This is an optimization exercise on Yosys and OpenROAD, whose aim is a short achievable clock period and few clock cycles, not a production implementation.
Function was checked by simulation only, so behaviour that the tests miss may differ from the original.
Power and IR drop assume default switching activity.

$ cat flow/design.v
package cache_pkg;
    localparam int ADDR_WIDTH   = 16;
    localparam int DATA_WIDTH   = 32;
    localparam int BE_WIDTH     = DATA_WIDTH / 8;
    localparam int NUM_WAYS     = 2;
    localparam int NUM_SETS     = 8;
    localparam int INDEX_WIDTH  = 3;
    localparam int OFFSET_WIDTH = 2;
    localparam int TAG_WIDTH    = ADDR_WIDTH - INDEX_WIDTH - OFFSET_WIDTH;
    localparam int COUNT_WIDTH  = 32;
    typedef struct packed {
        logic [TAG_WIDTH-1:0]    tag;
        logic [INDEX_WIDTH-1:0]  index;
        logic [OFFSET_WIDTH-1:0] offset;
    } cache_addr_fields_t;
    typedef union packed {
        logic [ADDR_WIDTH-1:0] word;
        cache_addr_fields_t    fields;
    } cache_addr_t;
    typedef enum logic [2:0] {
        IDLE,
        LOOKUP,
        HIT_RESP,
        WB_REQ,
        WB_WAIT,
        FILL_REQ,
        FILL_WAIT,
        RESP
    } ctrl_state_t;
endpackage
`timescale 1ns/1ps
import cache_pkg::*;
module cache_counters (
    input  logic                                clk,
    input  logic                                rst_n,
    input  logic                                hit_i,
    input  logic                                miss_i,
    input  logic                                mem_txn_i,
    output logic [cache_pkg::COUNT_WIDTH-1:0]   hit_count_o,
    output logic [cache_pkg::COUNT_WIDTH-1:0]   miss_count_o,
    output logic [cache_pkg::COUNT_WIDTH-1:0]   mem_txn_count_o
);
    logic [1:0]             inc_q;
    logic [2:0]             inc;
    logic [COUNT_WIDTH-1:0] count_q [3];
    always_ff @(posedge clk)
    begin
        if (!rst_n)
        begin
            inc_q <= '0;
            for (int i = 0; i < 3; i++)
                count_q[i] <= '0;
        end
        else
        begin
            inc_q <= {miss_i, hit_i};
            for (int i = 0; i < 3; i++)
            begin
                if (inc[i] && count_q[i] != '1)
                    count_q[i] <= count_q[i] + 1'b1;
            end
        end
    end
    assign inc = {mem_txn_i, inc_q};
    assign hit_count_o     = count_q[0];
    assign miss_count_o    = count_q[1];
    assign mem_txn_count_o = count_q[2];
endmodule
`timescale 1ns/1ps
import cache_pkg::*;
module cache_top (
    input  logic                                clk,
    input  logic                                rst_n,
    input  logic                                proc_req_i,
    input  logic [cache_pkg::ADDR_WIDTH-1:0]    proc_addr_i,
    input  logic                                proc_we_i,
    input  logic [cache_pkg::BE_WIDTH-1:0]      proc_be_i,
    input  logic [cache_pkg::DATA_WIDTH-1:0]    proc_wdata_i,
    output logic                                proc_gnt_o,
    output logic                                proc_rvalid_o,
    output logic [cache_pkg::DATA_WIDTH-1:0]    proc_rdata_o,
    output logic                                mem_req_o,
    output logic [cache_pkg::ADDR_WIDTH-1:0]    mem_addr_o,
    output logic                                mem_we_o,
    output logic [cache_pkg::BE_WIDTH-1:0]      mem_be_o,
    output logic [cache_pkg::DATA_WIDTH-1:0]    mem_wdata_o,
    input  logic                                mem_gnt_i,
    input  logic                                mem_rvalid_i,
    input  logic [cache_pkg::DATA_WIDTH-1:0]    mem_rdata_i,
    output logic [cache_pkg::COUNT_WIDTH-1:0]   hit_count_o,
    output logic [cache_pkg::COUNT_WIDTH-1:0]   miss_count_o,
    output logic [cache_pkg::COUNT_WIDTH-1:0]   mem_txn_count_o
);
    localparam int QDEPTH = 16;
    localparam int QW     = 4;     
    localparam int NP     = 4;
    localparam int WAW    = ADDR_WIDTH - OFFSET_WIDTH;
    logic [TAG_WIDTH-1:0]   tag_q   [NUM_WAYS][NUM_SETS];
    logic [DATA_WIDTH-1:0]  data_q  [NUM_WAYS][NUM_SETS];
    logic [NUM_SETS-1:0]    valid_q [NUM_WAYS];
    logic [NUM_SETS-1:0]    dirty_q [NUM_WAYS];
    logic [NUM_SETS-1:0]    mru_q;
    logic [NUM_SETS-1:0]    lpend_q [NUM_WAYS];
    logic [BE_WIDTH-1:0]    pmask_q [NUM_WAYS][NUM_SETS];
    logic                   r_v_q;
    logic [ADDR_WIDTH-1:0]  r_addr_q;
    logic                   r_we_q;
    logic [BE_WIDTH-1:0]    r_be_q;
    logic [DATA_WIDTH-1:0]  r_wdata_q;
    logic [NUM_SETS-1:0]    r_oh_q;      
    logic                   k_v_q;
    logic [ADDR_WIDTH-1:0]  k_addr_q;
    logic                   k_we_q;
    logic [BE_WIDTH-1:0]    k_be_q;
    logic [DATA_WIDTH-1:0]  k_wdata_q;
    logic [NUM_SETS-1:0]    k_oh_q;
    logic [NUM_SETS-1:0]    in_oh;
    logic                   l_v_q;
    logic [INDEX_WIDTH-1:0] l_idx_q;
    logic [TAG_WIDTH-1:0]   l_tag_q;
    logic                   l_we_q;
    logic [BE_WIDTH-1:0]    l_be_q;
    logic [DATA_WIDTH-1:0]  l_wdata_q;
    logic                   l_hit_q;
    logic                   l_hway_q;
    logic                   l_vway_q;
    logic                   l_tway_q;
    logic [2*NUM_SETS-1:0]  l_toh_q;
    logic [2*NUM_SETS-1:0]  l_hoh_q;     
    logic [2*NUM_SETS-1:0]  l_voh_q;     
    logic [NUM_SETS-1:0]    l_soh_q;     
    logic                   l_vpend_q;
    logic                   l_vdirty_q;
    logic [WAW-1:0]         l_faddr_q;
    logic                   st_wbreq_q;
    logic                   st_wbwait_q;
    logic                   st_fillreq_q;
    logic                   st_fillwait_q;
    logic                   mem_req_q;
    logic                   chain_q;
    logic [INDEX_WIDTH-1:0] a_idx_q;
    logic [TAG_WIDTH-1:0]   a_tag_q;
    logic                   a_way_q;
    logic                   f_v_q;
    logic [INDEX_WIDTH-1:0] f_idx_q;
    logic                   f_way_q;
    logic [2*NUM_SETS-1:0]  f_oh_q;
    logic [BE_WIDTH-1:0]    f_wen_q [2*NUM_SETS];
    logic                   f2_v_q;
    logic [INDEX_WIDTH-1:0] f2_idx_q;
    logic                   f2_way_q;
    logic [DATA_WIDTH-1:0]  f2_data_q;
    logic [2*NUM_SETS-1:0]  a_oh_q;
    logic [DATA_WIDTH-1:0]  f_data_q;
    logic [NP-1:0]          pv_q;
    logic [INDEX_WIDTH-1:0] p_idx_q   [NP];
    logic [TAG_WIDTH-1:0]   p_tag_q   [NP];
    logic                   p_way_q   [NP];
    logic                   p_vd_q    [NP];
    logic [WAW-1:0]         p_addr_q  [NP];
    logic [DATA_WIDTH-1:0]  p_vdata_q [NP];
    logic [2*NUM_SETS-1:0]  p_oh_q    [NP];
    logic                   p_v;
    logic                   p_pop;
    logic                   p_push;
    logic                   p_nonempty_d;
    logic                   s2_v_q;
    logic [INDEX_WIDTH-1:0] s2_idx_q;
    logic                   s2_way_q;
    logic                   s2_we_q;
    logic [BE_WIDTH-1:0]    s2_be_q;
    logic [DATA_WIDTH-1:0]  s2_wdata_q;
    logic [QW-1:0]          s2_ptr_q;
    logic [DATA_WIDTH-1:0]  s2_line_q;
    logic [2*NUM_SETS-1:0]  s2_oh_q;
    logic                   s2_pend_q;
    logic [BE_WIDTH-1:0]    s2_mask_q;
    logic [DATA_WIDTH-1:0]  rq_data_q [QDEPTH];
    logic [BE_WIDTH-1:0]    rq_mask_q [QDEPTH];
    logic [INDEX_WIDTH-1:0] rq_wset_q [QDEPTH];
    logic                   rq_wway_q [QDEPTH];
    logic [QDEPTH-1:0]      rq_wait_q;
    logic [QDEPTH-1:0]      rq_rdy_q;
    logic                   rq_ok_q;
    logic [QW:0]            rq_head_q;   
    logic [QW:0]            rq_tail_q;
    logic                   pop;
    logic                   gnt;
    logic                   r_free;
    assign gnt        = proc_req_i && !k_v_q;
    assign in_oh      = NUM_SETS'(1) << proc_addr_i[OFFSET_WIDTH +: INDEX_WIDTH];
    assign proc_gnt_o = gnt;
    logic [INDEX_WIDTH-1:0] r_idx;
    logic [TAG_WIDTH-1:0]   r_tag;
    logic [NUM_WAYS-1:0]    way_hit;
    logic                   vict_way;
    logic                   vict_dirty;
    logic [TAG_WIDTH-1:0]   vict_tag;
    logic                   tgt_way;
    logic                   vpend_now;
    logic                   r_adv;
    assign r_idx = r_addr_q[OFFSET_WIDTH +: INDEX_WIDTH];
    assign r_tag = r_addr_q[ADDR_WIDTH-1 -: TAG_WIDTH];
    logic [NUM_WAYS-1:0]    sel_valid;
    logic [NUM_WAYS-1:0]    sel_dirty;
    logic [NUM_WAYS-1:0]    sel_pend;
    logic                   sel_mru;
    logic [TAG_WIDTH-1:0]   sel_tag [NUM_WAYS];
    always_comb
    begin
        way_hit   = '0;
        sel_valid = '0;
        sel_dirty = '0;
        sel_pend  = '0;
        sel_mru   = 1'b0;
        for (int w = 0; w < NUM_WAYS; w++)
        begin
            sel_tag[w] = '0;
            for (int i = 0; i < NUM_SETS; i++)
            begin
                way_hit[w]   = way_hit[w]   | (r_oh_q[i] & valid_q[w][i] & (tag_q[w][i] == r_tag));
                sel_valid[w] = sel_valid[w] | (r_oh_q[i] & valid_q[w][i]);
                sel_dirty[w] = sel_dirty[w] | (r_oh_q[i] & dirty_q[w][i]);
                sel_pend[w]  = sel_pend[w]  | (r_oh_q[i] & lpend_q[w][i]);
                sel_tag[w]   = sel_tag[w]   | ({TAG_WIDTH{r_oh_q[i]}} & tag_q[w][i]);
            end
        end
        for (int i = 0; i < NUM_SETS; i++)
            sel_mru = sel_mru | (r_oh_q[i] & mru_q[i]);
        if (!sel_valid[0])
            vict_way = 1'b0;
        else if (!sel_valid[1])
            vict_way = 1'b1;
        else
            vict_way = ~sel_mru;
        vict_dirty = sel_valid[vict_way] && sel_dirty[vict_way];
        vict_tag   = sel_tag[vict_way];
        tgt_way    = (|way_hit) ? way_hit[1] : vict_way;
        vpend_now  = sel_pend[vict_way] &&
                     !(f_v_q && (f_idx_q == r_idx) && (f_way_q == vict_way));
    end
    logic                   a_busy;
    logic                   fill_now;
    logic                   rq_ok;
    logic                   vict_pend;
    logic [DATA_WIDTH-1:0]  l_line;
    logic [DATA_WIDTH-1:0]  vict_data;
    logic                   lk_go;
    logic                   lk_hit;
    logic                   lk_miss;
    logic                   start_a;
    assign a_busy    = st_wbreq_q || st_wbwait_q || st_fillreq_q || st_fillwait_q;
    assign fill_now  = st_fillwait_q && mem_rvalid_i;
    assign rq_ok     = rq_ok_q;
    assign vict_pend = l_vpend_q;
    logic                   l_pend_rd;
    logic [BE_WIDTH-1:0]    l_mask_rd;
    logic                   l_pend;
    logic [BE_WIDTH-1:0]    l_mask;
    always_comb
    begin
        l_line    = '0;
        l_pend_rd = 1'b0;
        l_mask_rd = '0;
        for (int w = 0; w < NUM_WAYS; w++)
            for (int i = 0; i < NUM_SETS; i++)
            begin
                l_line    = l_line    | ({DATA_WIDTH{l_toh_q[w*NUM_SETS+i]}} & data_q[w][i]);
                l_pend_rd = l_pend_rd | (l_toh_q[w*NUM_SETS+i] & lpend_q[w][i]);
                l_mask_rd = l_mask_rd | ({BE_WIDTH{l_toh_q[w*NUM_SETS+i]}} & pmask_q[w][i]);
            end
        vict_data = l_line;
        l_pend = l_hit_q ? l_pend_rd : 1'b1;
        l_mask = l_hit_q ? l_mask_rd : '0;
    end
    assign lk_hit   = l_v_q && rq_ok && l_hit_q;
    assign lk_miss  = l_v_q && rq_ok && !l_hit_q && !vict_pend && !pv_q[NP-1];
    assign lk_go    = lk_hit || lk_miss;
    assign r_adv    = r_v_q && (!l_v_q || (lk_go && (l_idx_q != r_idx)));
    assign r_free   = !r_v_q || r_adv;
    assign p_v      = pv_q[0];
    assign start_a  = lk_miss && (!a_busy || fill_now) && !p_v;
    assign p_pop    = fill_now && p_v;
    assign p_push   = lk_miss && !start_a;
    assign p_nonempty_d = p_push || pv_q[1] || (pv_q[0] && !p_pop);
    always_ff @(posedge clk)
    begin
        if (!rst_n)
        begin
            r_v_q <= 1'b0;
            k_v_q <= 1'b0;
            l_v_q <= 1'b0;
        end
        else
        begin
            if (r_free)
            begin
                r_v_q <= k_v_q || gnt;
                k_v_q <= 1'b0;
            end
            else if (gnt)
                k_v_q <= 1'b1;
            if (r_adv)
                l_v_q <= 1'b1;
            else if (lk_go)
                l_v_q <= 1'b0;
        end
    end
    always_ff @(posedge clk)
    begin
        if (r_free)
        begin
            if (k_v_q)
            begin
                r_addr_q  <= k_addr_q;
                r_we_q    <= k_we_q;
                r_be_q    <= k_be_q;
                r_wdata_q <= k_wdata_q;
                r_oh_q    <= k_oh_q;
            end
            else
            begin
                r_addr_q  <= proc_addr_i;
                r_we_q    <= proc_we_i;
                r_be_q    <= proc_be_i;
                r_wdata_q <= proc_wdata_i;
                r_oh_q    <= in_oh;
            end
        end
        if (!k_v_q)
        begin
            k_addr_q  <= proc_addr_i;
            k_we_q    <= proc_we_i;
            k_be_q    <= proc_be_i;
            k_wdata_q <= proc_wdata_i;
            k_oh_q    <= in_oh;
        end
        if (r_adv)
        begin
            l_idx_q    <= r_idx;
            l_tag_q    <= r_tag;
            l_we_q     <= r_we_q;
            l_be_q     <= r_be_q;
            l_wdata_q  <= r_wdata_q;
            l_hit_q    <= |way_hit;
            l_hway_q   <= way_hit[1];
            l_vway_q   <= vict_way;
            l_vdirty_q <= vict_dirty;
            l_faddr_q  <= {(vict_dirty ? vict_tag : r_tag), r_idx};
            l_tway_q   <= tgt_way;
            l_toh_q    <= (2*NUM_SETS)'(1) << {tgt_way, r_idx};
            l_hoh_q    <= (2*NUM_SETS)'(1) << {way_hit[1], r_idx};
            l_voh_q    <= (2*NUM_SETS)'(1) << {vict_way, r_idx};
            l_soh_q    <= r_oh_q;
            l_vpend_q  <= vpend_now;
        end
        else if (f_v_q && (f_idx_q == l_idx_q) && (f_way_q == l_vway_q))
            l_vpend_q  <= 1'b0;
    end
    logic                   load_s1;
    logic                   load_p;
    logic                   load_afill;
    logic                   nx_wbreq;
    logic                   nx_wbwait;
    logic                   nx_fillreq;
    logic                   nx_fillwait;
    assign mem_req_o = mem_req_q || (mem_rvalid_i && chain_q);
    assign mem_be_o  = '1;
    assign load_s1    = start_a || (p_push && !p_v &&
                                    (st_fillwait_q || (st_fillreq_q && mem_gnt_i)));
    assign load_p     = st_fillreq_q && mem_gnt_i && p_v;
    assign load_afill = st_wbreq_q && mem_gnt_i;
    always_comb
    begin
        nx_wbreq    = st_wbreq_q && !mem_gnt_i;
        nx_wbwait   = (st_wbreq_q && mem_gnt_i) || (st_wbwait_q && !mem_rvalid_i);
        nx_fillreq  = (st_wbwait_q && mem_rvalid_i) || (st_fillreq_q && !mem_gnt_i);
        nx_fillwait = (st_fillreq_q && mem_gnt_i) || (st_fillwait_q && !mem_rvalid_i);
        if (p_pop)
        begin
            nx_wbreq   = p_vd_q[0];
            nx_fillreq = !p_vd_q[0];
        end
        else if (start_a)
        begin
            nx_wbreq   = l_vdirty_q;
            nx_fillreq = !l_vdirty_q;
        end
    end
    always_ff @(posedge clk)
    begin
        if (!rst_n)
        begin
            st_wbreq_q    <= 1'b0;
            st_wbwait_q   <= 1'b0;
            st_fillreq_q  <= 1'b0;
            st_fillwait_q <= 1'b0;
            mem_req_q     <= 1'b0;
            chain_q       <= 1'b0;
            pv_q          <= '0;
            s2_v_q        <= 1'b0;
            f_v_q         <= 1'b0;
            f2_v_q        <= 1'b0;
        end
        else
        begin
            f_v_q         <= fill_now;
            f2_v_q        <= f_v_q;
            st_wbreq_q    <= nx_wbreq;
            st_wbwait_q   <= nx_wbwait;
            st_fillreq_q  <= nx_fillreq;
            st_fillwait_q <= nx_fillwait;
            mem_req_q     <= nx_wbreq || nx_fillreq;
            chain_q       <= nx_wbwait || (nx_fillwait && p_nonempty_d);
            s2_v_q        <= lk_go;
            for (int i = 0; i < NP; i++)
            begin
                if (p_pop && !p_push)
                    pv_q[i] <= (i < NP - 1) ? pv_q[(i + 1) % NP] : 1'b0;
                else if (p_push && !p_pop)
                    pv_q[i] <= pv_q[i] || (i == 0) || pv_q[(i + NP - 1) % NP];
            end
        end
    end
    always_ff @(posedge clk)
    begin
        if (lk_go)
        begin
            s2_idx_q   <= l_idx_q;
            s2_way_q   <= l_tway_q;
            s2_line_q  <= l_line;
            s2_oh_q    <= l_toh_q;
            s2_pend_q  <= l_pend;
            s2_mask_q  <= l_mask;
            s2_we_q    <= l_we_q;
            s2_be_q    <= l_be_q;
            s2_wdata_q <= l_wdata_q;
            s2_ptr_q   <= rq_tail_q[QW-1:0];
        end
        if (fill_now)
        begin
            f_idx_q    <= a_idx_q;
            f_way_q    <= a_way_q;
            f_data_q   <= mem_rdata_i;
            f_oh_q     <= a_oh_q;
            for (int i = 0; i < 2*NUM_SETS; i++)
                f_wen_q[i] <= ~(pmask_q[i / NUM_SETS][i % NUM_SETS] |
                                ((s2_v_q && s2_we_q && s2_oh_q[i]) ? s2_be_q : '0));
        end
        f2_idx_q  <= f_idx_q;
        f2_way_q  <= f_way_q;
        f2_data_q <= f_data_q;
        if (start_a)
        begin
            a_idx_q    <= l_idx_q;
            a_tag_q    <= l_tag_q;
            a_way_q    <= l_vway_q;
            a_oh_q     <= l_voh_q;
        end
        else if (p_pop)
        begin
            a_idx_q    <= p_idx_q[0];
            a_tag_q    <= p_tag_q[0];
            a_way_q    <= p_way_q[0];
            a_oh_q     <= p_oh_q[0];
        end
        for (int i = 0; i < NP; i++)
        begin
            if (p_push && (p_pop ? (pv_q[i] && (i == NP - 1 || !pv_q[(i + 1) % NP]))
                                 : (!pv_q[i] && (i == 0 || pv_q[(i + NP - 1) % NP]))))
            begin
                p_idx_q[i]   <= l_idx_q;
                p_tag_q[i]   <= l_tag_q;
                p_way_q[i]   <= l_vway_q;
                p_vd_q[i]    <= l_vdirty_q;
                p_addr_q[i]  <= l_faddr_q;
                p_vdata_q[i] <= vict_data;
                p_oh_q[i]    <= l_voh_q;
            end
            else if (p_pop && i < NP - 1)
            begin
                p_idx_q[i]   <= p_idx_q[(i + 1) % NP];
                p_tag_q[i]   <= p_tag_q[(i + 1) % NP];
                p_way_q[i]   <= p_way_q[(i + 1) % NP];
                p_vd_q[i]    <= p_vd_q[(i + 1) % NP];
                p_addr_q[i]  <= p_addr_q[(i + 1) % NP];
                p_vdata_q[i] <= p_vdata_q[(i + 1) % NP];
                p_oh_q[i]    <= p_oh_q[(i + 1) % NP];
            end
        end
        if (load_s1)
        begin
            mem_addr_o  <= {l_faddr_q, 2'b00};
            mem_we_o    <= l_vdirty_q;
            mem_wdata_o <= vict_data;
        end
        else if (load_p)
        begin
            mem_addr_o  <= {p_addr_q[0], 2'b00};
            mem_we_o    <= p_vd_q[0];
            mem_wdata_o <= p_vdata_q[0];
        end
        else if (load_afill)
        begin
            mem_addr_o  <= {a_tag_q, a_idx_q, 2'b00};
            mem_we_o    <= 1'b0;
        end
    end
    logic [DATA_WIDTH-1:0]  s2_line;
    logic [BE_WIDTH-1:0]    s2_mask;
    logic                   s2_pend;
    logic                   s2_fill;
    logic                   s2_fill_now;
    logic                   s2_fill_prev;
    logic [DATA_WIDTH-1:0]  s2_ans;
    always_comb
    begin
        s2_line = s2_line_q;
        s2_mask = s2_mask_q;
        s2_pend = s2_pend_q;
        s2_fill_now  = s2_pend && f_v_q && (f_idx_q == s2_idx_q) && (f_way_q == s2_way_q);
        s2_fill_prev = s2_pend && f2_v_q && (f2_idx_q == s2_idx_q) && (f2_way_q == s2_way_q);
        s2_fill      = s2_fill_now || s2_fill_prev;
        s2_ans  = s2_line;
        for (int b = 0; b < BE_WIDTH; b++)
            if (!s2_mask[b])
            begin
                if (s2_fill_now)
                    s2_ans[8*b +: 8] = f_data_q[8*b +: 8];
                else if (s2_fill_prev)
                    s2_ans[8*b +: 8] = f2_data_q[8*b +: 8];
            end
        if (s2_we_q)
            s2_ans = '0;
    end
    assign pop = rq_rdy_q[rq_head_q[QW-1:0]];
    always_ff @(posedge clk)
    begin
        if (!rst_n)
        begin
            rq_rdy_q      <= '0;
            rq_wait_q     <= '0;
            rq_ok_q       <= 1'b1;
            rq_head_q     <= '0;
            rq_tail_q     <= '0;
            proc_rvalid_o <= 1'b0;
        end
        else
        begin
            proc_rvalid_o <= pop;
            if (lk_go)
                rq_tail_q <= rq_tail_q + 1'b1;
            if (pop)
            begin
                rq_head_q           <= rq_head_q + 1'b1;
                rq_rdy_q[rq_head_q[QW-1:0]] <= 1'b0;
            end
            rq_ok_q  <= (rq_tail_q - rq_head_q) <= (QW+1)'(QDEPTH - 2);
            if (f_v_q)
            begin
                for (int i = 0; i < QDEPTH; i++)
                    if (rq_wait_q[i] && rq_wset_q[i] == f_idx_q && rq_wway_q[i] == f_way_q)
                    begin
                        rq_wait_q[i] <= 1'b0;
                        rq_rdy_q[i]  <= 1'b1;
                    end
            end
            if (s2_v_q)
            begin
                if (!s2_we_q && s2_pend && !s2_fill)
                    rq_wait_q[s2_ptr_q] <= 1'b1;
                else
                    rq_rdy_q[s2_ptr_q]  <= 1'b1;
            end
        end
    end
    always_ff @(posedge clk)
    begin
        if (pop)
            proc_rdata_o <= rq_data_q[rq_head_q[QW-1:0]];
        if (f_v_q)
        begin
            for (int i = 0; i < QDEPTH; i++)
                if (rq_wait_q[i] && rq_wset_q[i] == f_idx_q && rq_wway_q[i] == f_way_q)
                    for (int b = 0; b < BE_WIDTH; b++)
                        if (!rq_mask_q[i][b])
                            rq_data_q[i][8*b +: 8] <= f_data_q[8*b +: 8];
        end
        if (s2_v_q)
        begin
            rq_data_q[s2_ptr_q] <= s2_ans;
            rq_mask_q[s2_ptr_q] <= s2_mask;
            rq_wset_q[s2_ptr_q] <= s2_idx_q;
            rq_wway_q[s2_ptr_q] <= s2_way_q;
        end
    end
    always_ff @(posedge clk)
    begin
        if (!rst_n)
        begin
            for (int w = 0; w < NUM_WAYS; w++)
            begin
                valid_q[w] <= '0;
                dirty_q[w] <= '0;
                lpend_q[w] <= '0;
            end
            mru_q <= '0;
        end
        else
        begin
            for (int i = 0; i < 2*NUM_SETS; i++)
            begin
                if (f_v_q && f_oh_q[i])
                    lpend_q[i / NUM_SETS][i % NUM_SETS] <= 1'b0;
                if (lk_hit && l_we_q && l_hoh_q[i])
                    dirty_q[i / NUM_SETS][i % NUM_SETS] <= 1'b1;
                if (lk_miss && l_voh_q[i])
                begin
                    valid_q[i / NUM_SETS][i % NUM_SETS] <= 1'b1;
                    dirty_q[i / NUM_SETS][i % NUM_SETS] <= l_we_q;
                    lpend_q[i / NUM_SETS][i % NUM_SETS] <= 1'b1;
                end
            end
            for (int i = 0; i < NUM_SETS; i++)
            begin
                if (lk_hit && l_soh_q[i])
                    mru_q[i] <= l_hway_q;
                if (lk_miss && l_soh_q[i])
                    mru_q[i] <= l_vway_q;
            end
        end
    end
    always_ff @(posedge clk)
    begin
        for (int i = 0; i < 2*NUM_SETS; i++)
        begin
            if (lk_miss && l_voh_q[i])
            begin
                tag_q[i / NUM_SETS][i % NUM_SETS]   <= l_tag_q;
                pmask_q[i / NUM_SETS][i % NUM_SETS] <= '0;
            end
            for (int b = 0; b < BE_WIDTH; b++)
            begin
                if (f_v_q && f_oh_q[i] && f_wen_q[i][b])
                    data_q[i / NUM_SETS][i % NUM_SETS][8*b +: 8] <= f_data_q[8*b +: 8];
                if (s2_v_q && s2_we_q && s2_oh_q[i] && s2_be_q[b])
                    data_q[i / NUM_SETS][i % NUM_SETS][8*b +: 8] <= s2_wdata_q[8*b +: 8];
            end
            if (s2_v_q && s2_we_q && s2_pend && s2_oh_q[i])
                pmask_q[i / NUM_SETS][i % NUM_SETS] <= s2_mask | s2_be_q;
        end
    end
    cache_counters u_counters (
        .clk             (clk),
        .rst_n           (rst_n),
        .hit_i           (lk_hit),
        .miss_i          (lk_miss),
        .mem_txn_i       (mem_req_q && mem_gnt_i),
        .hit_count_o     (hit_count_o),
        .miss_count_o    (miss_count_o),
        .mem_txn_count_o (mem_txn_count_o)
    );
endmodule
$ cat flow/run.sh
#!/bin/bash
# synth_recipe.tcl (not shown) runs the flow's synth.tcl, then flattens the netlist and writes it again
# the make line also repeats each setting of config.mk as NAME=value (left out here)
make -C /OpenROAD-flow-scripts/flow DESIGN_CONFIG=/design/flow/config.mk WORK_HOME=/design/flow/orfs CLKGATE_MAP_FILE= SYNTH_SCRIPT=/design/flow/synth_recipe.tcl finish
$ cat flow/config.mk
export PLATFORM = sky130hd
export DESIGN_NAME = cache_top
export DESIGN_NICKNAME = cache_top
export VERILOG_FILES = /design/flow/design.v
export SDC_FILE = /design/flow/constraint.sdc
export NUM_CORES = 4
export LEC_CHECK = 0
export ABC_CLOCK_PERIOD_IN_PS = 2400
export CAP_MARGIN = 20
export CORE_MARGIN = 2
export CORE_UTILIZATION = 65
export SETUP_SLACK_MARGIN = 1.8
export SLEW_MARGIN = 20
export TNS_END_PERCENT = 5
$ cat flow/constraint.sdc
create_clock -name core_clock -period 4.2 [get_ports {clk}]
set_input_delay 0.8400 -clock core_clock [delete_from_list [all_inputs] [get_ports {clk}]]
set_output_delay 0.8400 -clock core_clock [all_outputs]
set_load 0.01 [all_outputs]
==> results of run 1 <==
[state kept, by name, summed over array words and instances (netlist names), 32 cells and up]
name / count
data_q: 512
rq_data_q: 512
tag_q: 176
p_vdata_q: 128
u_counters.count_q: 96
f_wen_q: 64
p_oh_q: 64
pmask_q: 64
rq_mask_q: 64
p_addr_q: 56
rq_wset_q: 48
p_tag_q: 44
f2_data_q: 32
f_data_q: 32
k_wdata_q: 32
l_wdata_q: 32
mem_wdata_o: 32
proc_rdata_o: 32
r_wdata_q: 32
s2_line_q: 32
s2_wdata_q: 32
[per-layer routing]
metal,share of wire [%],vias up,wire (um),GRT usage [%]
met5,0.010,-,37,0
met4,5.8,6,21100,20.6
met3,14,1199,51600,11.6
met2,44,6343,161000,60.8
met1,36,39700,130000,55.3
li1,-,33100,-,-
[cell type report]
class | instances | area (sq um)
fill | 10900 | 42200
inverter | 124 | 502
clock buffer | 379 | 7770
tap | 2310 | 2890
sequential | 2508 | 72300
timing repair buffer | 705 | 6750
timing repair inverter | 3 | 20.0
antenna | 2 | 5.00
clock inverter | 97 | 803
multi-input combinational | 5077 | 38300
[worst reg2reg max path, delay by kind of cell (launching register included)]
kind                   cells  cell delay, ns
flip-flops                 1            0.84
AND/OR/NAND/NOR            2            0.63
AO/OA/AOI/OAI              1            0.25
buffers and inverters      2            0.71
[logic make-up (layout without fill, tap and decap cells)]
family	count (synthesis)	count (layout)
DFF	2508	2508
AOI/OAI and AO/OA	1946	1948
and+or+nand+nor	1829	1830
muxes	949	967
buffers and inverters	859	1308
xor gates and xnor gates	305	305
adders and majority gates	21	21
other	2	8
[how the worst max path moves through the flow]
stage / depth (start not counted) / slack (ns) / to / start
detailed placement: 9 / 0.43 / p_vdata_q[2][14] / mem_rvalid_i
CTS: 7 / 1.59 / l_faddr_q[7] / r_oh_q[0]
finish: 5 / 1.44 / s2_line_q[9] / l_toh_q[8]
global placement: 9 / 0.51 / p_vdata_q[2][19] / mem_rvalid_i
global route: 10 / 1.45 / rq_data_q[3][2] / s2_idx_q[0]
floorplan: 6 / 0.92 / l_be_q[0] / l_faddr_q[0]
[stage by stage]
step                total power, mW  std cells
CTS                            53.1      11200
floorplan                      29.1       8423
finish                         53.2      11200
detailed placement             30.0      10600
global route                   54.3      11200
global placement               30.0      10600
[placed cells by master, fill, tap and decap left out, types with 40 or more instances in the layout]
cell,n
sky130_fd_sc_hd__buf_4,328
sky130_fd_sc_hd__nand4_1,70
sky130_fd_sc_hd__or3_1,40
sky130_fd_sc_hd__a221oi_1,354
sky130_fd_sc_hd__clkbuf_1,67
sky130_fd_sc_hd__a22o_1,73
sky130_fd_sc_hd__nand2_1,463
sky130_fd_sc_hd__dlygate4sd2_1,176
sky130_fd_sc_hd__a221oi_2,41
sky130_fd_sc_hd__dfxtp_1,286
sky130_fd_sc_hd__inv_1,93
sky130_fd_sc_hd__mux2_2,717
sky130_fd_sc_hd__clkdlybuf4s50_1,86
sky130_fd_sc_hd__nand3_1,226
sky130_fd_sc_hd__nor3_1,45
sky130_fd_sc_hd__o21ai_1,87
sky130_fd_sc_hd__nor4_1,99
sky130_fd_sc_hd__buf_12,51
sky130_fd_sc_hd__clkbuf_16,287
sky130_fd_sc_hd__mux4_2,164
sky130_fd_sc_hd__edfxtp_1,2199
sky130_fd_sc_hd__xnor2_1,45
sky130_fd_sc_hd__a22oi_1,265
sky130_fd_sc_hd__a21oi_1,362
sky130_fd_sc_hd__and2_1,73
sky130_fd_sc_hd__o21ai_0,469
sky130_fd_sc_hd__o21ai_2,75
sky130_fd_sc_hd__xor2_1,258
sky130_fd_sc_hd__nand2_2,63
sky130_fd_sc_hd__nor2_1,613
[power groups by stage]
| stage | combinational [mW] | clock (mW) | sequential, mW |
|---|---|---|---|
| floorplan | 1.15 | 0 | 27.9 |
| global placement | 1.78 | 0 | 28.2 |
| detailed placement | 1.82 | 0 | 28.2 |
| CTS | 2.04 | 23.5 | 27.6 |
| global route | 2.21 | 24.5 | 27.6 |
| finish | 2.14 | 23.5 | 27.6 |
[timing repair]
item / 4_1_cts / 5_1_grt
endpoints found under the setup margin: 3587 / 2835
setup buffers: 79 / 16
pin swaps: 49 / 38
cloned: 28 / 7
resized for setup: 620 / 172
==> run summary, run 1 <==
The signal on the critical path passes through buf_12 -> a22oi_1 -> nand3_1 -> nor2_1 -> inv_1. The proportion of power drawn by flip-flops and latches came out at 51.9%. The clock transition at the register clock pins on the worst setup and hold paths after CTS is 0.06 ns. The highest clock rate is 363 MHz. The path with the worst hold slack has its endpoint at f_oh_q[14]. The worst hold path begins at a_oh_q[14]. The sort of element at the end of the critical path is a flip-flop. The power density normalized to cell area is 412 mW/mm^2.

The worst reg-to-reg setup slack is 1.44 ns. The detail route stage leaves a number of antenna-violating nets equal to 0. The critical path launch point type is a flip-flop.

The cell taking the most area after synthesis is sky130_fd_sc_hd__edfxtp_1. Of the post-synthesis cell area, the dominant cell type holds 58.9%. The total iterations of the first detailed-routing run is 12. The accumulated negative setup slack came out at 0 ns. Sorting the synthesized cells by area gives the leading types as sky130_fd_sc_hd__edfxtp_1 59%, sky130_fd_sc_hd__mux2_2 7.4%, sky130_fd_sc_hd__dfxtp_1 5.5%, sky130_fd_sc_hd__mux4_2 3.3%, sky130_fd_sc_hd__a221oi_1 3.1%. The most frequently used cell type in the post-synthesis netlist is sky130_fd_sc_hd__edfxtp_1. Setup violations remaining at the end of the flow were counted as 0.

The launch point of the worst reg-to-reg path is l_toh_q[8]. Counting instances, the worst hold path has a depth of 0. The overall routing resource usage is 40.8%.

The count of clock tree sinks came out at 2508. After synthesis, the largest family of logic cells by area is compound AO/OA/AOI/OAI gates. The most used flip-flop cell after synthesis is sky130_fd_sc_hd__edfxtp_1. The maximum number of pins on one net before global-route repair is 89.

The final hold violation count came out at 0. The path class of the tightest hold or removal check is reg -> reg. The number of enable-type register cells in the synthesized netlist came out at 2199. For the worst setup path, the data arrival time is 3.35 ns.

The remaining global-route overflow came out at 0. Sorting the synthesized cells by how often they occur yields 2199 x sky130_fd_sc_hd__edfxtp_1, 735 x sky130_fd_sc_hd__mux2_2, 630 x sky130_fd_sc_hd__nor2_1. The placed instance area came out at 0.118 sq mm. The placed wire-length estimate is 229000 um. The effective utilization at floorplan is 65.4%. The violation count after the first detailed-routing iteration is 13700. On the critical path, the stage with the largest delay is an instance of sky130_fd_sc_hd__edfxtp_1. Setup repair after global routing could not meet its margin everywhere. The startpoint-to-endpoint class of the critical path is reg -> reg. The flow ran to the end and the layout has no timing, DRC or antenna violations.

The detailed-route via count is 80300. The die outline area came out at 0.176 sq mm. Of the total synthesized cell area, the portion taken by full adders, half adders and majority gates is 0.241%. Relative to the synthesized area, the layout overhead comes to 15.3%.

The clock buffer count from CTS is 275. The time the worst path needs with I/O delays and setup is 2.76 ns. The clock tree skew after final layout came out at 0.0596 ns. The core region area came out at 0.172 sq mm. The post-route cell area is 0.129 sq mm. The portion of the clock cycle consumed by the worst path in the final layout came out at 65.6%. The cell sitting at the root of the clock tree is a sky130_fd_sc_hd__clkbuf_16. The H-tree was split into 5 levels.

The ratio of routed vias to standard cells came out at 7.17. The final-report max-slew violation count came out at 0. The sequential element share of the synthesized area came out at 64.4%.

The delay contributed by the slowest stage of the critical path came out at 0.84 ns. The required time reported for the critical path endpoint came out at 4.79 ns. The fraction of power spent switching nets came out at 21.8%. The number of instances in the synthesized netlist is 8419. The maximum fanout encountered on the critical timing path came out at 22. Summing the areas of all and, or, nand and nor instances in the mapped netlist gives 7.38% of the synthesized area. In this run, the combinational gates consume 4.0% of the power.

The cell-internal power came out at 41.6 mW. The top-level port count came out at 274. After detailed routing, the total wire length is 364000 um.

The DRC violation count after routing is 0. The net count of the finished layout is 8805. The worst hold slack after final layout is 0.408 ns. The TritonCTS clock tree is built.

Summed over all nets, the switching power comes to 11.6 mW. The area fraction in compound gates after synthesis came out at 11.4%. Per report_power, the clock group accounts for 44.1% of the total. The number of placement rows came out at 152. Counting flops with an async set or reset pin after synthesis yields a share of 0%. The multiplexer share of the synthesized area came out at 11.2%. The worst setup margin is 1.44 ns. No sink is reached through more buffers than the 4 on the longest clock path. The worst reg-to-reg path cell count came out at 5. The final core utilization came out at 75.4%. The first-pass GRT wire length is 519000 um. The worst voltage drop across the vdd grid is 0.482 mV.

Hold repair after CTS inserted 0 buffers. The leakage power of the design came out at 44.2 nW. In this run the critical register-to-register path is captured at s2_line_q[9]. The via count of the first global-routing pass came to 76400.

The per-cell routed wire length is 32.5 um. The xor-xnor portion of the synthesized cell area is 2.38%. The count of warnings emitted by yosys is 18. The latest clock arrival within the worst-skew pair is 0.94 ns. The fraction of layout instances using a drive strength above 1 is 23.7%. The average instance in the mapped netlist occupies 13.3 sq um.

Grouping stages by cell kind, the critical path spends the most delay in flip-flops. The total buffers and inverters traversed by the critical path came out at 2. The count of cell types in the netlist came out at 77.

The die is 419 um tall. The die is 419 um wide. Routability-driven placement finished with a final weighted congestion of 0.956.

The count of port buffers added during placement came out at 265. The transition time at the pin with the least slew margin is 1.14 ns. The number of maximum-capacitance violations came out at 0. The number of antenna violations at the first check in global routing is 12. The worst relative slew slack came out at 23.8%. The post-synthesis instance area is 0.112 sq mm.

Before CTS, the worst setup slack after placement is 0.433 ns. The synthesized design contains 2508 register bits.
Testbench counts, summed over its fixed seeds: cycles 25,169.
==> run 2, diff against run 1 <==
--- a/flow/config.mk
+++ b/flow/config.mk
@@ -10,3 +10,3 @@
 export CORE_MARGIN = 2
-export CORE_UTILIZATION = 65
+export CORE_UTILIZATION = 55
 export SETUP_SLACK_MARGIN = 1.8
==> run summary, run 2 <==
The flow ran to the end and the layout has no timing, DRC or antenna violations. On the critical path the largest part of the delay comes from buffers and inverters. At the pin with the least slew margin, the transition time is 1.04 ns. The most repeated library cell on the critical path is sky130_fd_sc_hd__buf_4.

The finished layout holds 11600 standard cells, fillers aside. The Yosys step of the flow raised 18 warnings. The proportion of power drawn by flip-flops and latches is 51.7%. The count of buffers added on input and output ports is 265. In this run the remaining antenna-violating nets after routing total 0. The signal on the critical path passes through buf_4 -> xor2_1 -> nor3_1 -> nand4_1 -> buf_4 -> o21ai_0 -> buf_4.

The die outline area came out at 0.207 sq mm. The leakage power of the design is 44.8 nW. The critical path launch point type is a flip-flop. In the final timing run, aggregate negative setup slack is 0 ns. The total overflow left after global routing is 0. The power density normalized to cell area is 407 mW/mm^2.

The first-pass GRT wire length is 535000 um. The maximum fanout encountered on the critical timing path is 23. The clock network fraction of design power came out at 44.1%. The number of enable-type register cells in the synthesized netlist is 2199. At the later pin of the worst-skew pair, clock insertion delay measures 0.94 ns.

The number of instances in the synthesized netlist is 8419. By instance count, the leading cell after synthesis is sky130_fd_sc_hd__edfxtp_1. The number of placement rows came out at 165. The effective utilization at floorplan is 55.4%. The highest clock rate came out at 362 MHz. The sequential element share of the synthesized area came out at 64.4%. The post-synthesis instance area is 0.112 sq mm. The total buffers and inverters traversed by the critical path is 3. The total design power is 53.4 mW. The multiplexer share of the synthesized area came out at 11.2%. The fraction of layout instances using a drive strength above 1 is 25.4%. The maximum number of pins on one net before global-route repair came out at 99. VDD sags by at most 0.494 mV. The per-cell routed wire length is 32.6 um.

The number of hold-repair buffers added at the cts stage is 0. The clock buffer count from CTS is 284. The number of register bits inferred by synthesis came out at 2508. The xor-xnor portion of the synthesized cell area is 2.38%. The final hold violation count is 0. The wire-length estimate of the detail-placed layout is 240000 um. In this design, the stage delay of the slowest critical-path cell is 0.42 ns. The number of nets in the finished design is 8873.

STA classifies the critical path endpoint as a flip-flop. Across all hold checks on the routed design, the worst slack comes to 0.402 ns. The height of the chip came out at 455 um.

The placer's final routability congestion estimate is 0.930. The detailed-route via count came out at 78900. In the final layout, the registers with the most flip-flops are data_q: 512 flops, rq_data_q: 512 flops, tag_q: 176 flops. The reported net switching power came out at 11.8 mW. Data on the critical path is required at its endpoint by 4.81 ns.

The width of the die came out at 455 um. The final-report max-slew violation count came out at 0. The number of levels in the clock H-tree came out at 5. The tightest min-delay check is of the reg -> reg type. In the post-synthesis netlist, the biggest area contributors are sky130_fd_sc_hd__edfxtp_1 59%, sky130_fd_sc_hd__mux2_2 7.4%, sky130_fd_sc_hd__dfxtp_1 5.5%, sky130_fd_sc_hd__mux4_2 3.3%, sky130_fd_sc_hd__a221oi_1 3.1%. The time the worst path needs with I/O delays and setup is 2.76 ns. The count of clock tree sinks is 2508. The violation count after the first detailed-routing iteration is 12200.

In the layout the commonest cells are 2199 x sky130_fd_sc_hd__edfxtp_1, 711 x sky130_fd_sc_hd__mux2_2, 619 x sky130_fd_sc_hd__nor2_1. The final wirelength is 379000 um. Clock-pin slew was measured on the worst setup and hold paths at 0.06 ns.

The setup path with the least slack is of type reg -> reg. The main combinational cell family by area after synthesis is compound AO/OA/AOI/OAI gates. The portion of the clock cycle consumed by the worst path in the final layout is 65.7%. The cell taking the most area after synthesis is sky130_fd_sc_hd__edfxtp_1.

The number of placed instances with taps included is 11000. The count of final setup violators came out at 0. The core region area is 0.202 sq mm.

The clock tree buffer depth is 4. In this run the tightest slew margin relative to its limit is 30.0%. The cell sitting at the root of the clock tree is a sky130_fd_sc_hd__clkbuf_16. The number of antenna violations at the first check in global routing is 25. On the critical path, the stage with the largest delay is an instance of sky130_fd_sc_hd__edfxtp_1. For this run, the total global-route usage over all layers was measured as 35.4%.

The arrival time of the worst setup path is 3.37 ns. The async set-reset flop share out of synthesis came out at 0%. The area fraction in compound gates after synthesis is 11.4%. The DRC violation count after routing came out at 0. The via count of the first global-routing pass came out at 74800.

The post-route cell area came out at 0.131 sq mm. Max-cap violations in this run came to 0. The clock tree skew after final layout came out at 0.0531 ns. The area added between synthesis and finish came out at 17.1%. Using the TritonRoute via totals, the vias-per-cell ratio works out to 6.78. The commonest cells after synthesis are 2199 x sky130_fd_sc_hd__edfxtp_1, 735 x sky130_fd_sc_hd__mux2_2, 630 x sky130_fd_sc_hd__nor2_1. Setup repair after global routing could not meet its margin everywhere.

The fraction of power spent switching nets came out at 22.0%. The cell-internal power is 41.6 mW. For this design the top-level I/O count stands at 274. The pre-antenna-repair detailed-routing pass consisted of 7 iterations. In this run the cell area measured after placement is 0.118 sq mm. The number of different library cells used by synthesis comes to 77. The synthesized area divided by synthesized cell count came out at 13.3 sq um. The most common library cell in the layout ignoring fill and taps is sky130_fd_sc_hd__edfxtp_1. Of the total power, combinational logic draws 4.3%.

After Yosys synthesis, full adders, half adders and majority gates account for 0.241% of the synthesized area. TritonCTS built the clock tree. The share of synthesized cell area in and, or, nand and nor gates came out at 7.38%. The top cell type's share of synthesized area is 58.9%.

The most used flip-flop cell after synthesis is sky130_fd_sc_hd__edfxtp_1.
==> run 2: cell counts after synthesis <==
Identical to the previous run, type by type.
==> run 2: metal layers <==
layer  wire length (um)  part of all wire [%]  track usage, %  up-vias
li1                   -                     -               -    33200
met2             173000                    46            54.5     5008
met5                 80                 0.021               0        -
met4              17400                   4.6            14.5       12
met1             147000                    39            49.4    39600
met3              41400                    11            6.98      981
==> run 2: area by class of cell <==
class,count,area (sq um)
Tap cell,2672,3340
Clock inverter,93,688
Clock buffer,392,7900
Timing Repair Buffer,759,7620
Antenna cell,8,20.0
Fill cell,15100,71000
Timing Repair inverter,5,32.5
Inverter,124,514
Multi-Input combinational cell,5080,38900
Sequential cell,2508,72300
==> run 2: path summary, 6_finish.rpt <==
path / from / to / slack, ns / depth (start not counted)
max: f_idx_q[2] / rq_data_q[7][6] / 1.44 / 7
min: r_wdata_q[22] / l_wdata_q[22] / 0.40 / 0
max reg2reg: f_idx_q[2] / rq_data_q[7][6] / 1.44 / 7
min reg2reg: r_wdata_q[22] / l_wdata_q[22] / 0.40 / 0
==> run 2: logic make-up after synthesis <==
family                   Yosys count
AO/OA/AOI/OAI                   1946
adder cells (fa/ha/maj)           21
XOR/XNOR                         305
flip-flops                      2508
multiplexers                     949
AND/OR/NAND/NOR                 1829
other                              2
buffers and inverters            859
==> run 2: metrics by stage <==
step	worst slack [ns]	util [%]
after floorplan	0.921	-
after global placement	0.693	58.5
after global routing	1.40	64.9
final	1.44	64.9
after detailed placement	0.628	58.5
after CTS	1.48	64.2
==> run 2: repair_timing <==
action / in CTS / in global routing
gates resized for setup: 663 / 273
pin swaps: 145 / 41
setup endpoints to repair: 3328 / 2889
setup buffers: 92 / 38
cloned: 28 / 13
==> run 2: power by group through the flow <==
stage               Combinational, mW  Clock, mW  Sequential [mW]
global route                     2.36       24.6             27.6
floorplan                        1.15          0             27.9
detailed placement               1.88          0             28.2
CTS                              2.14       23.7             27.6
global placement                 1.86          0             28.2
finish                           2.27       23.5             27.6
==> run 3, diff against run 2 <==
--- a/flow/design.v
+++ b/flow/design.v
@@ -148,5 +148,2 @@
     logic [BE_WIDTH-1:0]    f_wen_q [2*NUM_SETS];
-    logic                   f2_v_q;
-    logic [INDEX_WIDTH-1:0] f2_idx_q;
-    logic                   f2_way_q;
     logic [DATA_WIDTH-1:0]  f2_data_q;
@@ -175,2 +172,4 @@
     logic [2*NUM_SETS-1:0]  s2_oh_q;
+    logic                   s2_fprev_q;
+    logic                   s2_fnow_q;
     logic                   s2_pend_q;
@@ -402,3 +401,2 @@
             f_v_q         <= 1'b0;
-            f2_v_q        <= 1'b0;
         end
@@ -407,3 +405,2 @@
             f_v_q         <= fill_now;
-            f2_v_q        <= f_v_q;
             st_wbreq_q    <= nx_wbreq;
@@ -432,2 +429,4 @@
             s2_oh_q    <= l_toh_q;
+            s2_fprev_q <= l_pend && f_v_q && (f_idx_q == l_idx_q) && (f_way_q == l_tway_q);
+            s2_fnow_q  <= l_pend && fill_now && (a_idx_q == l_idx_q) && (a_way_q == l_tway_q);
             s2_pend_q  <= l_pend;
@@ -449,4 +448,2 @@
         end
-        f2_idx_q  <= f_idx_q;
-        f2_way_q  <= f_way_q;
         f2_data_q <= f_data_q;
@@ -520,4 +517,4 @@
         s2_pend = s2_pend_q;
-        s2_fill_now  = s2_pend && f_v_q && (f_idx_q == s2_idx_q) && (f_way_q == s2_way_q);
-        s2_fill_prev = s2_pend && f2_v_q && (f2_idx_q == s2_idx_q) && (f2_way_q == s2_way_q);
+        s2_fill_now  = s2_fnow_q;
+        s2_fill_prev = s2_fprev_q;
         s2_fill      = s2_fill_now || s2_fill_prev;
==> run summary, run 3 <==
The run finished with no timing, DRC or antenna violations. Of the cells placed in the final design, the portion with a size suffix greater than 1 is 22.3%. Yosys mapped a number of flops with a built-in enable equal to 2201. STA puts the critical path data required time at 4.82 ns.

The placed instance area is 0.115 sq mm. The clock buffer count from CTS came out at 287. The number of antenna violations at the first check in global routing is 22.

The latest clock arrival within the worst-skew pair came out at 0.94 ns. The number of maximum-capacitance violations is 0. The top-level port count is 274.

The arrival time of the worst setup path is 3.34 ns. The startpoint-to-endpoint class of the critical path is reg -> reg. The synthesized area divided by synthesized cell count is 13.6 sq um. The remaining global-route overflow came out at 0. The depth of the worst hold-timing path is 0. The most numerous cell type found on the critical path is sky130_fd_sc_hd__buf_4. The maximum fanout encountered on the critical timing path is 8. The final hold violation count came out at 0. The number of nets in the finished design came out at 8458.

The placed wire-length estimate is 216000 um. sky130_fd_sc_hd__edfxtp_1 takes more of the synthesized area than any other cell. The min-delay analysis places its worst path in the category reg -> reg. The total buffers and inverters traversed by the critical path is 4. The clock transition at the register clock pins on the worst setup and hold paths after CTS is 0.06 ns.

Dividing total power by cell area gives a power density of 429 mW/mm^2. The number of levels in the clock H-tree came out at 5. The critical path launch point type is a flip-flop. Ranked by instance count, the synthesized netlist is headed by 2201 x sky130_fd_sc_hd__edfxtp_1, 925 x sky130_fd_sc_hd__nand2_1, 742 x sky130_fd_sc_hd__o21ai_0. The number of placement rows is 162.

The most used flip-flop cell after synthesis is sky130_fd_sc_hd__edfxtp_1. Across the VDD grid, the largest voltage drop is 0.454 mV. The time the worst path needs with I/O delays and setup came out at 2.72 ns. The placer's final routability congestion estimate came out at 0.918. The effective utilization at floorplan came out at 55.4%. The total iterations of the first detailed-routing run came out at 8. TritonCTS built the clock tree.

During synthesis, Yosys emitted a total of 18 warnings. The synthesized design devotes to its leading area cell type 61.1% of total area. Entering global routing, the biggest net connects 117 pins. Timing analysis after detailed placement gives a worst setup slack of 0.545 ns. The DRC violation count after routing is 0. The overall routing resource usage is 33.3%.

The width of the die came out at 447 um. The worst setup margin is 1.48 ns. The first global-routing pass estimated 480000 um of wire.

The area added between synthesis and finish came out at 15.8%. Based on the critical path, the design can be clocked at up to 368 MHz. The largest delay contributor family on the critical path is buffers and inverters. The worst reg-to-reg path cell count came out at 8. The core region is 0.195 sq mm. The via count of the first global-routing pass is 67900. The leakage power of the design came out at 43.8 nW. The largest registers in the layout are data_q: 512 flops, rq_data_q: 512 flops, tag_q: 176 flops. Ranked by total cell area, the synthesized netlist is headed by sky130_fd_sc_hd__edfxtp_1 61%, sky130_fd_sc_hd__mux2_2 7.7%, sky130_fd_sc_hd__dfxtp_1 5.6%, sky130_fd_sc_hd__mux4_2 3.4%, sky130_fd_sc_hd__o21ai_0 3.4%. Synthesis inferred 2505 register bits. The worst setup path is captured at a flip-flop. The most common library cell in the layout ignoring fill and taps is sky130_fd_sc_hd__edfxtp_1. The final-report max-slew violation count came to 0. Buffers placed on the I/O ports in this run total 265. The worst relative slew slack is 24.9%. The final wirelength is 337000 um.

The clock tree buffer depth came out at 4. The per-cell routed wire length is 30.1 um. The portion of the clock cycle consumed by the worst path in the final layout came out at 64.7%. The async set-reset flop share out of synthesis is 0%. The post-synthesis instance area is 0.108 sq mm. The ratio of routed vias to standard cells is 6.35. The transition time at the pin with the least slew margin came out at 1.13 ns. For this block, the via count after detailed routing is 71100. Walking the worst path, the cells encountered are buf_4 -> buf_4 -> a22o_1 -> a221oi_1 -> nand3_1 -> nor2_1 -> buf_4 -> inv_1. The sequential element share of the synthesized area came out at 66.8%.

The critical path depth is 8. The count of clock tree sinks is 2505. The number of placed instances with taps included came out at 10600.

Summing all non-filler instances in the final layout gives an area of 0.125 sq mm. The worst hold slack after final layout came out at 0.411 ns. Setup repair after global routing could not meet its margin everywhere.

On the critical path, the stage with the largest delay is an instance of sky130_fd_sc_hd__a221oi_1. The clock tree skew after final layout came out at 0.0365 ns. In this run the clock root is driven by a sky130_fd_sc_hd__clkbuf_16. The number of instances in the synthesized netlist came out at 7955. The height of the chip is 447 um. The post-route non-filler standard cell count came out at 11200. The count of final setup violators is 0.

The die outline area came out at 0.200 sq mm. The count of cell types in the netlist came out at 70. The most frequently used cell type in the post-synthesis netlist is sky130_fd_sc_hd__edfxtp_1. The number of nets with antenna violations after detailed routing came out at 0. The library cells used most frequently in the layout, excluding fill and tap cells, are 2201 x sky130_fd_sc_hd__edfxtp_1, 892 x sky130_fd_sc_hd__nand2_1, 732 x sky130_fd_sc_hd__mux2_2. The violation count after the first detailed-routing iteration is 8930.

For this run, the slowest stage of the critical path takes 0.44 ns.
## run 3: cell types whose count changed after synthesis, moves of 56 or more
cell / previous run / this run
sky130_fd_sc_hd__xnor2_1: 46 / 118
sky130_fd_sc_hd__xor2_1: 259 / 181
sky130_fd_sc_hd__clkbuf_1: 601 / 495
sky130_fd_sc_hd__o21ai_0: 598 / 742
sky130_fd_sc_hd__a221oi_1: 396 / 79
sky130_fd_sc_hd__nor4_1: 99 / 43
sky130_fd_sc_hd__nor2_1: 630 / 356
sky130_fd_sc_hd__nand2_1: 541 / 925
sky130_fd_sc_hd__a21oi_1: 397 / 262
## run 3: repair_timing
action                      CTS  global route
hold buffers                  0             0
setup endpoints to repair  3423          2561
buffers inserted            102            17
cloned                        4             4
pin swaps                    12             2
gates resized for setup     329            46
## run 3: metal layers
layer / vias to the layer above / global-route usage [%] / wire [um]
met5: - / 0 / 149
li1: 30700 / - / -
met4: 22 / 14.2 / 15200
met2: 3791 / 50.8 / 153000
met1: 35800 / 46.6 / 134000
met3: 693 / 7.10 / 34700
## run 3: final cells by class
cell class                      count  area, sq um
Antenna cell                        6         15.0
Clock buffer                      417         8180
Clock inverter                     81          708
Fill cell                       14800        70000
Inverter                          164          724
Multi-Input combinational cell   4676        33500
Sequential cell                  2505        72200
Tap cell                         2624         3280
Timing Repair Buffer              712         6560
Timing Repair inverter              1         8.76
## run 3: per-stage QoR
stage               total power, mW  utilization [%]  TNS, ns
detailed placement             29.9             58.7        0
floorplan                      28.9                -   -61.50
global placement               29.9             58.7        0
finish                         53.7             64.1        0
CTS                            53.9             63.9        0
global route                   55.0             64.1        0
## run 3: report_power, final
part / internal, mW / switching [mW] / leakage, nW
logic: 0.713 / 1.30 / 17.1
clock network: 14.3 / 9.82 / 4.34
registers: 27.2 / 0.363 / 22.3
## run 3: cell families (layout without fill, tap and decap cells)
logic type                 Yosys count  after routing  synth area share [%]
DFF                               2505           2505                  66.8
and+or+nand+nor                   1843           1846                  7.53
AOI/OAI and AO/OA                 1583           1583                  8.90
muxes                              921            921                  11.3
buffers and inverters              781           1375                  2.82
xor gates and xnor gates           299            299                  2.42
adders and majority gates           21             21                 0.250
other                                2             12               0.00695
## run 3: worst register-to-register path, stage by stage, from the launching register on
cell	delay [ns]
sky130_fd_sc_hd__edfxtp_1	0.36
sky130_fd_sc_hd__buf_4	0.19
sky130_fd_sc_hd__buf_4	0.22
sky130_fd_sc_hd__a22o_1	0.24
sky130_fd_sc_hd__a221oi_1	0.44
sky130_fd_sc_hd__nand3_1	0.15
sky130_fd_sc_hd__nor2_1	0.34
sky130_fd_sc_hd__buf_4	0.27
sky130_fd_sc_hd__inv_1	0.19
## run 3: final timing paths
check	slack, ns	from	end
min	0.41	a_oh_q[7]	f_oh_q[7]
max reg2reg	1.48	l_toh_q[13]	s2_line_q[18]
max	1.48	l_toh_q[13]	s2_line_q[18]
min reg2reg	0.41	a_oh_q[7]	f_oh_q[7]
Testbench counts of run 3, summed over its fixed seeds: cycles 25,169.
==> run 4, diff against run 3 <==
--- a/flow/design.v
+++ b/flow/design.v
@@ -148,2 +148,5 @@
     logic [BE_WIDTH-1:0]    f_wen_q [2*NUM_SETS];
+    logic                   f2_v_q;
+    logic [INDEX_WIDTH-1:0] f2_idx_q;
+    logic                   f2_way_q;
     logic [DATA_WIDTH-1:0]  f2_data_q;
@@ -172,4 +175,2 @@
     logic [2*NUM_SETS-1:0]  s2_oh_q;
-    logic                   s2_fprev_q;
-    logic                   s2_fnow_q;
     logic                   s2_pend_q;
@@ -401,2 +402,3 @@
             f_v_q         <= 1'b0;
+            f2_v_q        <= 1'b0;
         end
@@ -405,2 +407,3 @@
             f_v_q         <= fill_now;
+            f2_v_q        <= f_v_q;
             st_wbreq_q    <= nx_wbreq;
@@ -429,4 +432,2 @@
             s2_oh_q    <= l_toh_q;
-            s2_fprev_q <= l_pend && f_v_q && (f_idx_q == l_idx_q) && (f_way_q == l_tway_q);
-            s2_fnow_q  <= l_pend && fill_now && (a_idx_q == l_idx_q) && (a_way_q == l_tway_q);
             s2_pend_q  <= l_pend;
@@ -448,2 +449,4 @@
         end
+        f2_idx_q  <= f_idx_q;
+        f2_way_q  <= f_way_q;
         f2_data_q <= f_data_q;
@@ -517,4 +520,4 @@
         s2_pend = s2_pend_q;
-        s2_fill_now  = s2_fnow_q;
-        s2_fill_prev = s2_fprev_q;
+        s2_fill_now  = s2_pend && f_v_q && (f_idx_q == s2_idx_q) && (f_way_q == s2_way_q);
+        s2_fill_prev = s2_pend && f2_v_q && (f2_idx_q == s2_idx_q) && (f2_way_q == s2_way_q);
         s2_fill      = s2_fill_now || s2_fill_prev;
==> flow/flow/run.sh (new file) <==
#!/bin/bash
# Standard layout, except that after placement the port buffers are swapped
# for sky130_fd_sc_hd__buf_8 (the placer's sizing leaves slow delay cells
# there, and later repair may only swap within one footprint).
set -euo pipefail
RES=orfs/results/${FLOW_PLATFORM}/cache_top/base
bash standard.sh synth > synth.log 2>&1
bash standard.sh floorplan > floorplan.log 2>&1
bash standard.sh place > place.log 2>&1
RES="$RES" openroad -no_init -exit flow/fix_ports.tcl > fix_ports.log 2>&1
bash standard.sh finish > finish.log 2>&1
==> flow/flow/fix_ports.tcl (new file) <==
# Swap every port buffer (input*/output* instances) for buf_8 and re-legalize.
set res $::env(RES)
read_db $res/3_place.odb
set db [ord::get_db]
set block [ord::get_db_block]
set buf [$db findMaster sky130_fd_sc_hd__buf_8]
set n 0
foreach inst [$block getInsts] {
  set name [$inst getName]
  set m [[$inst getMaster] getName]
  if {[regexp {^(input|output)[0-9]+$} $name] && $m ne "sky130_fd_sc_hd__buf_8"} {
    puts "swap $name $m"
    $inst swapMaster $buf
    incr n
  }
}
puts "swapped $n port buffers"
detailed_placement
check_placement -verbose
write_db $res/3_place.odb
==> flow/standard.sh (new file) <==
#!/bin/bash
# synth_recipe.tcl (not shown) runs the flow's synth.tcl, then flattens the netlist and writes it again
# the make line also repeats each setting of config.mk as NAME=value (left out here)
make -C /OpenROAD-flow-scripts/flow DESIGN_CONFIG=/design/flow/config.mk WORK_HOME=/design/flow/orfs CLKGATE_MAP_FILE= SYNTH_SCRIPT=/design/flow/synth_recipe.tcl "${@:-finish}"
removed: flow/run.sh
==> run summary, run 4 <==
The run finished with no timing, DRC or antenna violations. The count of clock tree sinks came out at 2508. The die outline area came out at 0.207 sq mm.

The number of register bits inferred by synthesis came out at 2508. The count of port buffers added during placement is 265. The synthesized netlist contains 77 unique library cells. The fraction of layout instances using a drive strength above 1 is 27.4%. In the layout the commonest cells are 2199 x sky130_fd_sc_hd__edfxtp_1, 710 x sky130_fd_sc_hd__mux2_2, 616 x sky130_fd_sc_hd__nor2_1. The most common library cell in the layout ignoring fill and taps is sky130_fd_sc_hd__edfxtp_1. The worst-case IR drop observed on VDD is 0.451 mV. The total iterations of the first detailed-routing run came out at 9.

After synthesis, the cell types taking the most area are sky130_fd_sc_hd__edfxtp_1 59%, sky130_fd_sc_hd__mux2_2 7.4%, sky130_fd_sc_hd__dfxtp_1 5.5%, sky130_fd_sc_hd__mux4_2 3.3%, sky130_fd_sc_hd__a221oi_1 3.1%. By count the netlist is led by 2199 x sky130_fd_sc_hd__edfxtp_1, 735 x sky130_fd_sc_hd__mux2_2, 630 x sky130_fd_sc_hd__nor2_1. During synthesis, Yosys emitted a total of 18 warnings.

The via count of the first global-routing pass came out at 74800. The most repeated library cell on the critical path is sky130_fd_sc_hd__buf_4. The area growth from synthesis to layout is 17.9%. The count of final setup violators came out at 0.

The number of instances in the synthesized netlist is 8419. After layout, the worst path uses 66.7% of the clock period. The post-route cell area is 0.132 sq mm. The DRC violation count after routing is 0. The latest clock arrival within the worst-skew pair came out at 0.95 ns. The worst relative slew slack is 30.6%. Summing every instance area after synthesis gives 0.112 sq mm.

The final hold violation count came to 0. The maximum fanout encountered on the critical timing path is 23. TritonCTS built the clock tree.

The placed instance area is 0.118 sq mm. Power spread over the standard cell area amounts to 403 mW/mm^2. The tool flagged a number of max-cap violations equal to 0. Walking the worst path, the cells encountered are buf_4 -> xor2_1 -> nor3_1 -> nand4_1 -> buf_4 -> o21ai_0 -> buf_4. sky130_fd_sc_hd__edfxtp_1 takes more of the synthesized area than any other cell. The effective utilization at floorplan came out at 55.4%. After detailed routing, the average wire length per cell comes to 32.5 um.

The detailed-route via count came out at 79000. The critical path launch point type is a flip-flop. In this run the deepest clock path goes through 4 buffers.

The synthesized area divided by synthesized cell count came out at 13.3 sq um. The top cell type's share of synthesized area is 58.9%. The number of enable-type register cells in the synthesized netlist is 2199. 274 I/O pins were placed. The number of nets with antenna violations after detailed routing came out at 0. The clock tree skew after final layout came out at 0.0574 ns. The first global-routing pass estimated 535000 um of wire. The net count of the finished layout is 8858. The async set-reset flop share out of synthesis came out at 0%. The tree is rooted in a sky130_fd_sc_hd__clkbuf_16. The time the worst path needs with I/O delays and setup is 2.80 ns. The arrival time of the worst setup path came out at 3.42 ns. The startpoint-to-endpoint class of the critical path is reg -> reg. Setup repair after global routing could not meet its margin everywhere. The number of levels in the clock H-tree is 5. The number of buffers and inverters on the critical path is 3. The most frequently used cell type in the post-synthesis netlist is sky130_fd_sc_hd__edfxtp_1. On the critical path, the stage with the largest delay is an instance of sky130_fd_sc_hd__edfxtp_1.

The sequential element share of the synthesized area came out at 64.4%. The required time reported for the critical path endpoint is 4.82 ns. The number of placement rows came out at 165. Global routing finished with a remaining overflow of 0. The tightest min-delay check is of the in -> reg type.

The overall routing resource usage is 35.3%. On the worst path, the slowest cell contributes a delay of 0.43 ns. The wire-length estimate of the detail-placed layout is 240000 um. The largest registers in the layout are data_q: 512 flops, rq_data_q: 512 flops, tag_q: 176 flops. The analysis attributes to cell leakage a power of 45.2 nW.

Clock-pin slew was measured on the worst setup and hold paths at 0.06 ns. The placer's final routability congestion estimate came out at 0.930. The core region area is 0.202 sq mm. The accumulated negative setup slack is 0 ns. The number of antenna violations at the first check in global routing came out at 18. The detailed router finished its first iteration with 11800 violations. TritonCTS created 286 clock buffers. The prevailing post-synth register cell is sky130_fd_sc_hd__edfxtp_1. The transition time at the pin with the least slew margin came out at 1.04 ns.

The final wirelength is 378000 um. The height of the chip came out at 455 um. The worst setup path is captured at a flip-flop.

Entering global routing, the biggest net connects 99 pins. The final-report max-slew violation count came out at 0. The largest delay contributor family on the critical path is buffers and inverters. The highest clock rate came out at 357 MHz. The ratio of routed vias to standard cells came out at 6.80.

From left edge to right edge, the die measures 455 um.
run 4: final cells by class:
class / instances / area (sq um)
multi-input combinational: 5079 / 38700
tap: 2672 / 3340
timing repair buffer: 743 / 8810
antenna: 6 / 15.0
clock inverter: 89 / 606
timing repair inverter: 5 / 30.0
clock buffer: 393 / 7910
fill: 15000 / 70200
inverter: 124 / 509
sequential: 2508 / 72200
run 4: power breakdown:
part | internal (mW) | leakage (nW) | switching (mW) | total, mW
Sequential | 27.3 | 22.5 | 0.371 | 27.6
Combinational | 0.793 | 18.5 | 1.51 | 2.30
Clock | 13.5 | 4.18 | 9.85 | 23.4
Total | 41.6 | 45.2 | 11.7 | 53.3
run 4: metrics by stage:
stage	power [mW]	instances	hold WS [ns]	setup WS (ns)	utilization (%)
after global routing	54.6	11600	0.0271	1.38	65.3
after floorplan	29.1	8423	0.343	0.921	-
after global placement	30.1	11000	0.402	0.693	58.5
after detailed placement	30.1	11000	0.405	0.628	58.5
after CTS	53.3	11600	0.00936	1.44	64.8
final	53.3	11600	0.0652	1.40	65.3
run 4: worst paths after layout:
check,from,endpoint,slack [ns],depth (start not counted)
hold / removal,mem_rdata_i[26],f_data_q[26],0.07,1
setup reg to reg,f_idx_q[2],rq_data_q[7][6],1.40,7
setup / recovery,f_idx_q[2],rq_data_q[7][6],1.40,7
hold reg to reg,r_wdata_q[23],l_wdata_q[23],0.40,0
run 4: logic make-up (layout without fill, tap and decap cells):
group           count (synthesis)  in the layout  share of synthesized area, %
other cells                     2             12                       0.00670
buf+inv                       859           1354                          3.04
simple gates                 1829           1832                          7.38
flops                        2508           2508                          64.4
mux                           949            967                          11.2
fa+ha+maj                      21             21                         0.241
xor+xnor                      305            305                          2.38
compound gates               1946           1948                          11.4
run 4: layer usage:
layer | up-vias | global-route usage (%) | share of wire, % | routed length, um
met3 | 871 | 7.26 | 11 | 43300
li1 | 33200 | - | - | -
met1 | 39800 | 49.4 | 39 | 146000
met4 | 6 | 14.0 | 4.3 | 16200
met5 | - | 0 | 0.011 | 41
met2 | 5154 | 54.4 | 46 | 172000
run 4: repair_timing:
item                                    4_1_cts  5_1_grt
setup buffers                                82       34
cloned                                       25       14
gates resized for setup                     508      258
pin swaps                                   142       53
hold buffers                                  0        0
endpoints found under the setup margin     3143     3295
Testbench counts of run 4, summed over its fixed seeds: cycles 25,169.

[separate check: timing with driven ports]
No port has a modelled driver above. Below, the same layouts with a new extraction and two added sets of constraints.
Step 1, drivers: a clkbuf_16 drives clk and a buf_2 each remaining input, both assumed.
Step 2 moves the port delays by t, midway between the first and last clock arrival at a register: inputs arrive t later, outputs are due t later. That takes back most of the time a late clock gives input paths.
a / b / c = no drivers / after step 1 / after step 2; a / b = the first two.
| run | t (ns) | setup slack, ns | worst data-port slew with drivers (ns) | pins driven straight from the clock port |
|---|---|---|---|---|
| run 1 | 1.006 | 1.443 / 1.443 / 0.709 | 0.08 | 1 |
| run 2 | 1.001 | 1.440 / 1.426 / 0.696 | 0.08 | 1 |
| run 3 | 1.002 | 1.481 / 1.481 / 0.877 | 0.10 | 1 |
| run 4 | 1.012 | 1.398 / 1.398 / 1.098 | 0.11 | 1 |
After both steps every run listed still meets setup and hold. For run 2, which loses most, drivers alone change the setup slack by -0.014 ns; drivers and shift together by -0.744 ns.
